Background: an optimization exercise with open tools, aiming at a short achievable clock period and few clock cycles. Do not read the settings as production practice.
Only simulation tests tie the RTL to the original design; equivalence was not proved.

==> inputs of run a <==
## cache_controller
module cache_controller (
	input logic clk,
	input logic reset,
	input logic procreq_val,
	input logic procreq_we,
	input logic procreq_domain,
	input cache_pkg::addr_u procreq_addr,
	input cache_pkg::word_t procreq_wdata,
	output logic procreq_rdy,
	output logic procresp_val,
	output cache_pkg::word_t procresp_data,
	input logic procresp_rdy,
	output logic memreq_val,
	output logic memreq_we,
	output cache_pkg::addr_u memreq_addr,
	output cache_pkg::word_t memreq_wdata,
	input logic memreq_rdy,
	input logic memresp_val,
	input cache_pkg::line_t memresp_line
);
export LEC_CHECK = 0
export ABC_CLOCK_PERIOD_IN_PS = 2500
export CAP_MARGIN = 20
export CORE_MARGIN = 2
export CORE_UTILIZATION = 40
export SETUP_SLACK_MARGIN = 2.8
export SLEW_MARGIN = 20
create_clock -name core_clock -period 5.5 [get_ports {clk}]
run.sh (not shown) runs the stock make flow with config.mk's settings and CLKGATE_MAP_FILE= SYNTH_SCRIPT=/design/flow/synth_recipe.tcl, a recipe that flattens the netlist after the stock synthesis.
==> inputs of run b, as changes to run a <==
--- a/flow/design.v
+++ b/flow/design.v
@@ -50,152 +50,160 @@
 );
 	localparam int NL = 2 * 8;   
 	localparam int DQ = 8;    
 	localparam int DM = 8;    
 	localparam int DR = 4;    
 	localparam int QW = $clog2(DQ);
 	localparam int MW = $clog2(DM);
 	logic rdy_q;
+	logic s2_v, s2_mpush;
+	logic s2_uselb, s2_fill, s2_rdhit, s2_wupd, s2_we;
+	logic [31:0] s2_addr, s2_wdata;
 	logic s0_v, s0_we, s0_dom;
 	logic [31:0] s0_addr, s0_wdata;
-	logic s0_is0, s0_is4, s0_lt_b, s0_lt_w, s0_same, s0_vsel;
-	logic [23:0] s0_tsel;
+	logic s0_is0, s0_is4, s0_lt_b, s0_lt_w;
+	logic s0_same_y, s0_heq_y, s0_same_z, s0_heq_z;
+	logic [NL-1:0] s0_dec, s0_match;
 	logic [31:0] boundary;
 	logic [NL-1:0] vld;
 	logic [NL-1:0][23:0] tags;
 	assign procreq_rdy = rdy_q;
-	logic [NL-1:0] in_dec;
-	logic [23:0] in_tsel;
+	logic [NL-1:0] in_dec, in_match;
 	always_comb begin
-		in_tsel = '0;
 		for (int l = 0; l < NL; l++) begin
 			in_dec[l] = (procreq_addr[7:4] == l);
-			in_tsel = in_tsel | (tags[l] & {24{in_dec[l]}});
+			in_match[l] = vld[l] && (tags[l] == procreq_addr[31:8]);
 		end
 	end
 	always_ff @(posedge clk) begin
 		s0_we <= procreq_we;
 		s0_dom <= procreq_domain;
 		s0_addr <= procreq_addr;
 		s0_wdata <= procreq_wdata;
 		s0_is0 <= (procreq_addr == 32'h0);
 		s0_is4 <= (procreq_addr == 32'h4);
 		s0_lt_b <= (procreq_addr < boundary);
 		s0_lt_w <= (procreq_addr < s0_wdata);
-		s0_same <= (procreq_addr[7:4] == s0_addr[7:4]);
-		s0_tsel <= in_tsel;
-		s0_vsel <= |(vld & in_dec);
+		s0_dec <= in_dec;
+		s0_match <= in_match;
+		s0_same_y <= (procreq_addr[7:4] == s0_addr[7:4]);
+		s0_heq_y <= (procreq_addr[31:8] == s0_addr[31:8]);
+		s0_same_z <= (procreq_addr[7:4] == s2_addr[7:4]);
+		s0_heq_z <= (procreq_addr[31:8] == s2_addr[31:8]);
 	end
-	logic s1_setb, s1_fill;
-	logic [23:0] p_tag;
+	logic s1_setb, s1_fill, s3_fill;
+	logic [NL-1:0] s2_tw;
 	logic lt, cached, tag_hit, hit;
 	logic [3:0] s_idx;
 	assign s_idx = s0_addr[7:4];
 	assign lt = s1_setb ? s0_lt_w : s0_lt_b;
 	assign cached = !s0_is0 && !s0_is4 && lt;
-	assign tag_hit = (s1_fill && s0_same) ? (p_tag == s0_addr[31:8])
-		: (s0_vsel && (s0_tsel == s0_addr[31:8]));
+	assign tag_hit = (s1_fill && s0_same_y) ? s0_heq_y
+		: (s3_fill && s0_same_z) ? s0_heq_z : |(s0_match & s0_dec);
 	assign hit = cached && tag_hit;
 	logic op_uselb, op_fill, op_rdhit, op_wupd, op_mem;
 	assign op_uselb = !s0_is4 && !s0_we && !hit;
 	assign op_fill = !s0_is4 && !s0_we && cached && !tag_hit;
 	assign op_rdhit = !s0_is4 && !s0_we && hit;
 	assign op_wupd = !s0_is4 && s0_we && hit;
 	assign op_mem = !s0_is4 && !(!s0_we && hit);
 	always_ff @(posedge clk) begin
 		if (reset) begin
 			boundary <= 32'h0000_c000;
 			vld <= '0;
 			s1_setb <= 1'b0;
 			s1_fill <= 1'b0;
+			s3_fill <= 1'b0;
+			s2_tw <= '0;
 		end else begin
 			if (s0_v && s0_is4 && s0_dom) boundary <= s0_wdata;
 			for (int l = 0; l < NL; l++) begin
-				if (s0_v && op_fill && s_idx == l) vld[l] <= 1'b1;
+				if (s2_tw[l]) vld[l] <= 1'b1;
 			end
 			s1_setb <= s0_v && s0_is4 && s0_dom;
 			s1_fill <= s0_v && op_fill;
+			s3_fill <= s1_fill;
+			s2_tw <= s0_dec & {NL{s0_v && op_fill}};
 		end
 	end
 	always_ff @(posedge clk) begin
 		for (int l = 0; l < NL; l++) begin
-			if (s0_v && op_fill && s_idx == l) tags[l] <= s0_addr[31:8];
+			if (s2_tw[l]) tags[l] <= s2_addr[31:8];
 		end
-		p_tag <= s0_addr[31:8];
 	end
-	logic s2_v, s2_mpush;
-	logic s2_uselb, s2_fill, s2_rdhit, s2_wupd, s2_we;
-	logic [31:0] s2_addr, s2_wdata;
 	always_ff @(posedge clk) begin
 		s2_uselb <= op_uselb;
 		s2_fill <= op_fill;
 		s2_rdhit <= op_rdhit;
 		s2_wupd <= op_wupd;
 		s2_we <= s0_we;
 		s2_addr <= s0_addr;
 		s2_wdata <= s0_wdata;
 	end
 	localparam int OW = 4 + 4 + 2 + 32;
 	logic [DQ-1:0][OW-1:0] oq;
-	logic [QW-1:0] oq_wp, oq_rp;
+	logic [DQ-1:0] oq_wp, oq_rp;    
 	logic [QW:0] oq_cnt;
 	logic oq_pop;
 	always_ff @(posedge clk) begin
 		for (int i = 0; i < DQ; i++) begin
-			if (s2_v && oq_wp == i) oq[i] <= {s2_uselb, s2_fill, s2_rdhit, s2_wupd, s2_addr[7:2], s2_wdata};
+			if (s2_v && oq_wp[i]) oq[i] <= {s2_uselb, s2_fill, s2_rdhit, s2_wupd, s2_addr[7:2], s2_wdata};
 		end
 	end
 	localparam int MQW = 1 + 32 + 32;
 	logic [DM-1:0][MQW-1:0] mq;
-	logic [MW-1:0] mq_wp, mq_rp;
+	logic [DM-1:0] mq_wp, mq_rp;    
 	logic [MW:0] mq_cnt;
 	logic mq_pop;
 	always_ff @(posedge clk) begin
 		for (int i = 0; i < DM; i++) begin
-			if (s2_mpush && mq_wp == i) mq[i] <= {s2_we, s2_we ? s2_addr : {s2_addr[31:4], 4'h0}, s2_wdata};
+			if (s2_mpush && mq_wp[i]) mq[i] <= {s2_we, s2_we ? s2_addr : {s2_addr[31:4], 4'h0}, s2_wdata};
 		end
 	end
 	logic mr_v, mr_we;
 	logic [31:0] mr_addr, mr_wdata;
 	logic rd_pend;            
 	logic [1:0] lb_cnt;
 	logic take;
+	logic mo_we;
+	logic [31:0] mo_addr, mo_wdata;
 	assign memreq_val = mr_v;
-	assign memreq_we = mr_we;
-	assign memreq_addr = mr_addr;
-	assign memreq_wdata = mr_wdata;
+	assign memreq_we = mo_we;
+	assign memreq_addr = mo_addr;
+	assign memreq_wdata = mo_wdata;
 	assign take = mr_v && memreq_rdy;
 	logic [MQW-1:0] mq_head;
 	always_comb begin
 		mq_head = '0;
 		for (int i = 0; i < DM; i++) begin
-			mq_head = mq_head | (mq[i] & {MQW{mq_rp == i}});
+			mq_head = mq_head | (mq[i] & {MQW{mq_rp[i]}});
 		end
 	end
-	assign mq_pop = !mr_v && (mq_cnt != 0) && (mq_head[MQW-1] || ({1'b0, rd_pend} + lb_cnt <= 2'd1));
+	logic rd_ok, mq_ne, rd_pend_nx;
+	logic [MW:0] mq_cnt_nx;
+	assign mq_pop = !mr_v && mq_ne && (mq_head[MQW-1] || rd_ok);
+	assign mq_cnt_nx = mq_cnt + s2_mpush - mq_pop;
+	assign rd_pend_nx = take ? !mr_we : (memresp_val ? 1'b0 : rd_pend);
 	always_ff @(posedge clk) begin
 		if (reset) begin
 			mr_v <= 1'b0;
 			rd_pend <= 1'b0;
 		end else begin
 			if (take) begin
 				mr_v <= 1'b0;
 			end else if (mq_pop) begin
 				mr_v <= 1'b1;
 			end
-			if (take) begin
-				rd_pend <= !mr_we;
-			end else if (memresp_val) begin
-				rd_pend <= 1'b0;
-			end
+			rd_pend <= rd_pend_nx;
 		end
 	end
 	always_ff @(posedge clk) begin
 		if (mq_pop) {mr_we, mr_addr, mr_wdata} <= mq_head;
+		{mo_we, mo_addr, mo_wdata} <= mq_pop ? mq_head : {mr_we, mr_addr, mr_wdata};
 	end
 	logic [1:0][127:0] lb;
 	logic lb_wp, lb_rp;
 	logic lb_push, lb_pop;
 	logic [127:0] lb_head;
 	assign lb_push = memresp_val && rd_pend;
 	assign lb_head = lb_rp ? lb[1] : lb[0];
 	always_ff @(posedge clk) begin
@@ -207,28 +215,33 @@
 	logic [31:0] b0_wdata;
 	logic [NL-1:0] b0_rsel;          
 	logic [NL-1:0][3:0] b0_wmask;    
 	logic b2_v, b2_rd;
 	logic [1:0] b2_word;
 	logic [127:0] b2_line;
 	logic [2:0] rq_cnt;
 	logic exec;
-	assign exec = b0_v && (!b0_uselb || lb_cnt != 0) && ({1'b0, rq_cnt} + {3'b0, b2_v} < DR);
+	logic lb_ne, oq_ne, rq_room;
+	logic [1:0] lb_cnt_nx;
+	logic [QW:0] oq_cnt_nx;
+	assign exec = b0_v && (!b0_uselb || lb_ne) && rq_room;
 	assign lb_pop = exec && b0_uselb;
-	assign oq_pop = (oq_cnt != 0) && (!b0_v || exec);
+	assign oq_pop = oq_ne && (!b0_v || exec);
+	assign lb_cnt_nx = lb_cnt + lb_push - lb_pop;
+	assign oq_cnt_nx = oq_cnt + s2_v - oq_pop;
 	logic oh_uselb, oh_fill, oh_rdhit, oh_wupd;
 	logic [3:0] oh_idx;
 	logic [1:0] oh_word;
 	logic [31:0] oh_wdata;
 	logic [OW-1:0] oq_head;
 	always_comb begin
 		oq_head = '0;
 		for (int i = 0; i < DQ; i++) begin
-			oq_head = oq_head | (oq[i] & {OW{oq_rp == i}});
+			oq_head = oq_head | (oq[i] & {OW{oq_rp[i]}});
 		end
 	end
 	assign {oh_uselb, oh_fill, oh_rdhit, oh_wupd, oh_idx, oh_word, oh_wdata} = oq_head;
 	always_ff @(posedge clk) begin
 		if (reset) begin
 			b0_v <= 1'b0;
 		end else if (oq_pop) begin
 			b0_v <= 1'b1;
@@ -287,52 +300,64 @@
 			2'd0: b2_data = b2_line[31:0];
 			2'd1: b2_data = b2_line[63:32];
 			2'd2: b2_data = b2_line[95:64];
 			default: b2_data = b2_line[127:96];
 		endcase
 		if (!b2_rd) b2_data = 32'h0;
 	end
 	assign procresp_val = rv;
-	assign procresp_data = rq[0];
+	logic [31:0] po_data;    
+	assign procresp_data = po_data;
 	assign rq_pop = rv && procresp_rdy;
 	assign rq_cnt_nx = rq_cnt + b2_v - rq_pop;
 	always_ff @(posedge clk) begin
+		if (rq_cnt == 0 || (rq_pop && rq_cnt == 1)) begin
+			po_data <= b2_data;
+		end else begin
+			po_data <= rq_pop ? rq[1] : rq[0];
+		end
 		for (int i = 0; i < DR; i++) begin
 			if (b2_v && (rq_pop ? (rq_cnt == i + 1) : (rq_cnt == i))) begin
 				rq[i] <= b2_data;
 			end else if (rq_pop && i < DR - 1) begin
 				rq[i] <= rq[i + 1];
 			end
 		end
 	end
 	always_ff @(posedge clk) begin
 		if (reset) begin
 			rdy_q <= 1'b1;
 			s0_v <= 1'b0;
 			s2_v <= 1'b0;
 			s2_mpush <= 1'b0;
-			oq_wp <= '0; oq_rp <= '0; oq_cnt <= '0;
-			mq_wp <= '0; mq_rp <= '0; mq_cnt <= '0;
+			oq_wp <= DQ'(1); oq_rp <= DQ'(1); oq_cnt <= '0;
+			mq_wp <= DM'(1); mq_rp <= DM'(1); mq_cnt <= '0;
 			lb_wp <= 1'b0; lb_rp <= 1'b0; lb_cnt <= '0;
 			rq_cnt <= '0;
 			rv <= 1'b0;
+			lb_ne <= 1'b0; rd_ok <= 1'b1; oq_ne <= 1'b0; mq_ne <= 1'b0; rq_room <= 1'b1;
 		end else begin
 			s0_v <= procreq_val && rdy_q;
 			s2_v <= s0_v;
 			s2_mpush <= s0_v && op_mem;
 			rdy_q <= ({1'b0, oq_cnt} + s0_v + s2_v + rdy_q + 1 <= DQ)
 				&& ({1'b0, mq_cnt} + s0_v + s2_v + rdy_q + 1 <= DM);
-			if (s2_v) oq_wp <= oq_wp + 1'b1;
-			if (oq_pop) oq_rp <= oq_rp + 1'b1;
-			oq_cnt <= oq_cnt + s2_v - oq_pop;
-			if (s2_mpush) mq_wp <= mq_wp + 1'b1;
-			if (mq_pop) mq_rp <= mq_rp + 1'b1;
-			mq_cnt <= mq_cnt + s2_mpush - mq_pop;
+			if (s2_v) oq_wp <= {oq_wp[DQ-2:0], oq_wp[DQ-1]};
+			if (oq_pop) oq_rp <= {oq_rp[DQ-2:0], oq_rp[DQ-1]};
+			oq_cnt <= oq_cnt_nx;
+			if (s2_mpush) mq_wp <= {mq_wp[DM-2:0], mq_wp[DM-1]};
+			if (mq_pop) mq_rp <= {mq_rp[DM-2:0], mq_rp[DM-1]};
+			mq_cnt <= mq_cnt_nx;
 			if (lb_push) lb_wp <= !lb_wp;
 			if (lb_pop) lb_rp <= !lb_rp;
-			lb_cnt <= lb_cnt + lb_push - lb_pop;
+			lb_cnt <= lb_cnt_nx;
+			lb_ne <= lb_push || (lb_cnt == 2'd2) || (lb_cnt == 2'd1 && !lb_pop);
+			rd_ok <= ({1'b0, rd_pend_nx} + lb_cnt_nx <= 2'd1);
+			oq_ne <= s2_v || (oq_cnt > 1) || (oq_cnt == 1 && !oq_pop);
+			mq_ne <= s2_mpush || (mq_cnt > 1) || (mq_cnt == 1 && !mq_pop);
+			rq_room <= ({1'b0, rq_cnt_nx} + {3'b0, exec} < DR);
 			rq_cnt <= rq_cnt_nx;
 			rv <= (rq_cnt_nx != 0);
 		end
 	end
 endmodule
 `default_nettype wire
==> run summary <==
|  | run b | run a |
|---|---|---|
| Overall track demand over capacity in global routing | 24.1% | 24.9% |
| Die area | 0.400 mm2 | 0.388 mm2 |
| Achievable Freq | 355 MHz | 348 MHz |
| Result of the run | no timing/DRC/antenna violations | no timing/DRC/antenna violations |
| Overall routed net length | 496 mm | 501 mm |
| Effective utilization at floorplan | 40.2% | 40.1% |
| Total met2 wirelength after detailed routing | 234 mm | 233 mm |
| Synthesis-stage register bit count | 4385 | 4236 |
| Average wire per cell in the routed design | 32.3 um | 34.3 um |
| Clock Latency Late Sink | 1.03 ns | 1.00 ns |
| Global-route met1 utilization | 31.5% | 32.3% |
| Total number of cells along the worst setup path | 3 | 13 |
| Share of the core filled with cells | 46.7% | 47.3% |
| Non-clock inverter count in the final layout | 122 | 146 |
| Relative area of non-clock buffer cells in the final design | 3.06% | 4.11% |
Testbench counts of run a, summed over its fixed seeds: cycles 131,065.
Testbench counts of run b, summed over its fixed seeds: cycles 131,065.

## what the ideal ports hide
No port has a modelled driver above. Below, the same layouts with a new extraction and two added sets of constraints.
Step 1 sets driving cells, clkbuf_16 on the clock port and buf_2 on the other inputs (assumed; they add their load-dependent delay and slew).
Step 2 also shifts input and output timing later by t, the mid clock arrival at the registers, as if the neighbouring blocks saw the same clock.
Three values: ideal, step 1, step 2; two values: the first two.
| run | t (ns) | slack for setup (ns) | worst register clock-pin slew, ns |
|---|---|---|---|
| run a | 1.079 | 2.625 / 2.605 / 1.789 | 0.07 / 0.07 |
| run b | 1.071 | 2.687 / 2.687 / 1.830 | 0.07 / 0.07 |
After both steps setup and hold are still met in every run listed. The setup slack of run b, which loses most, moves by 0.000 ns with the drivers and by -0.857 ns with both steps.
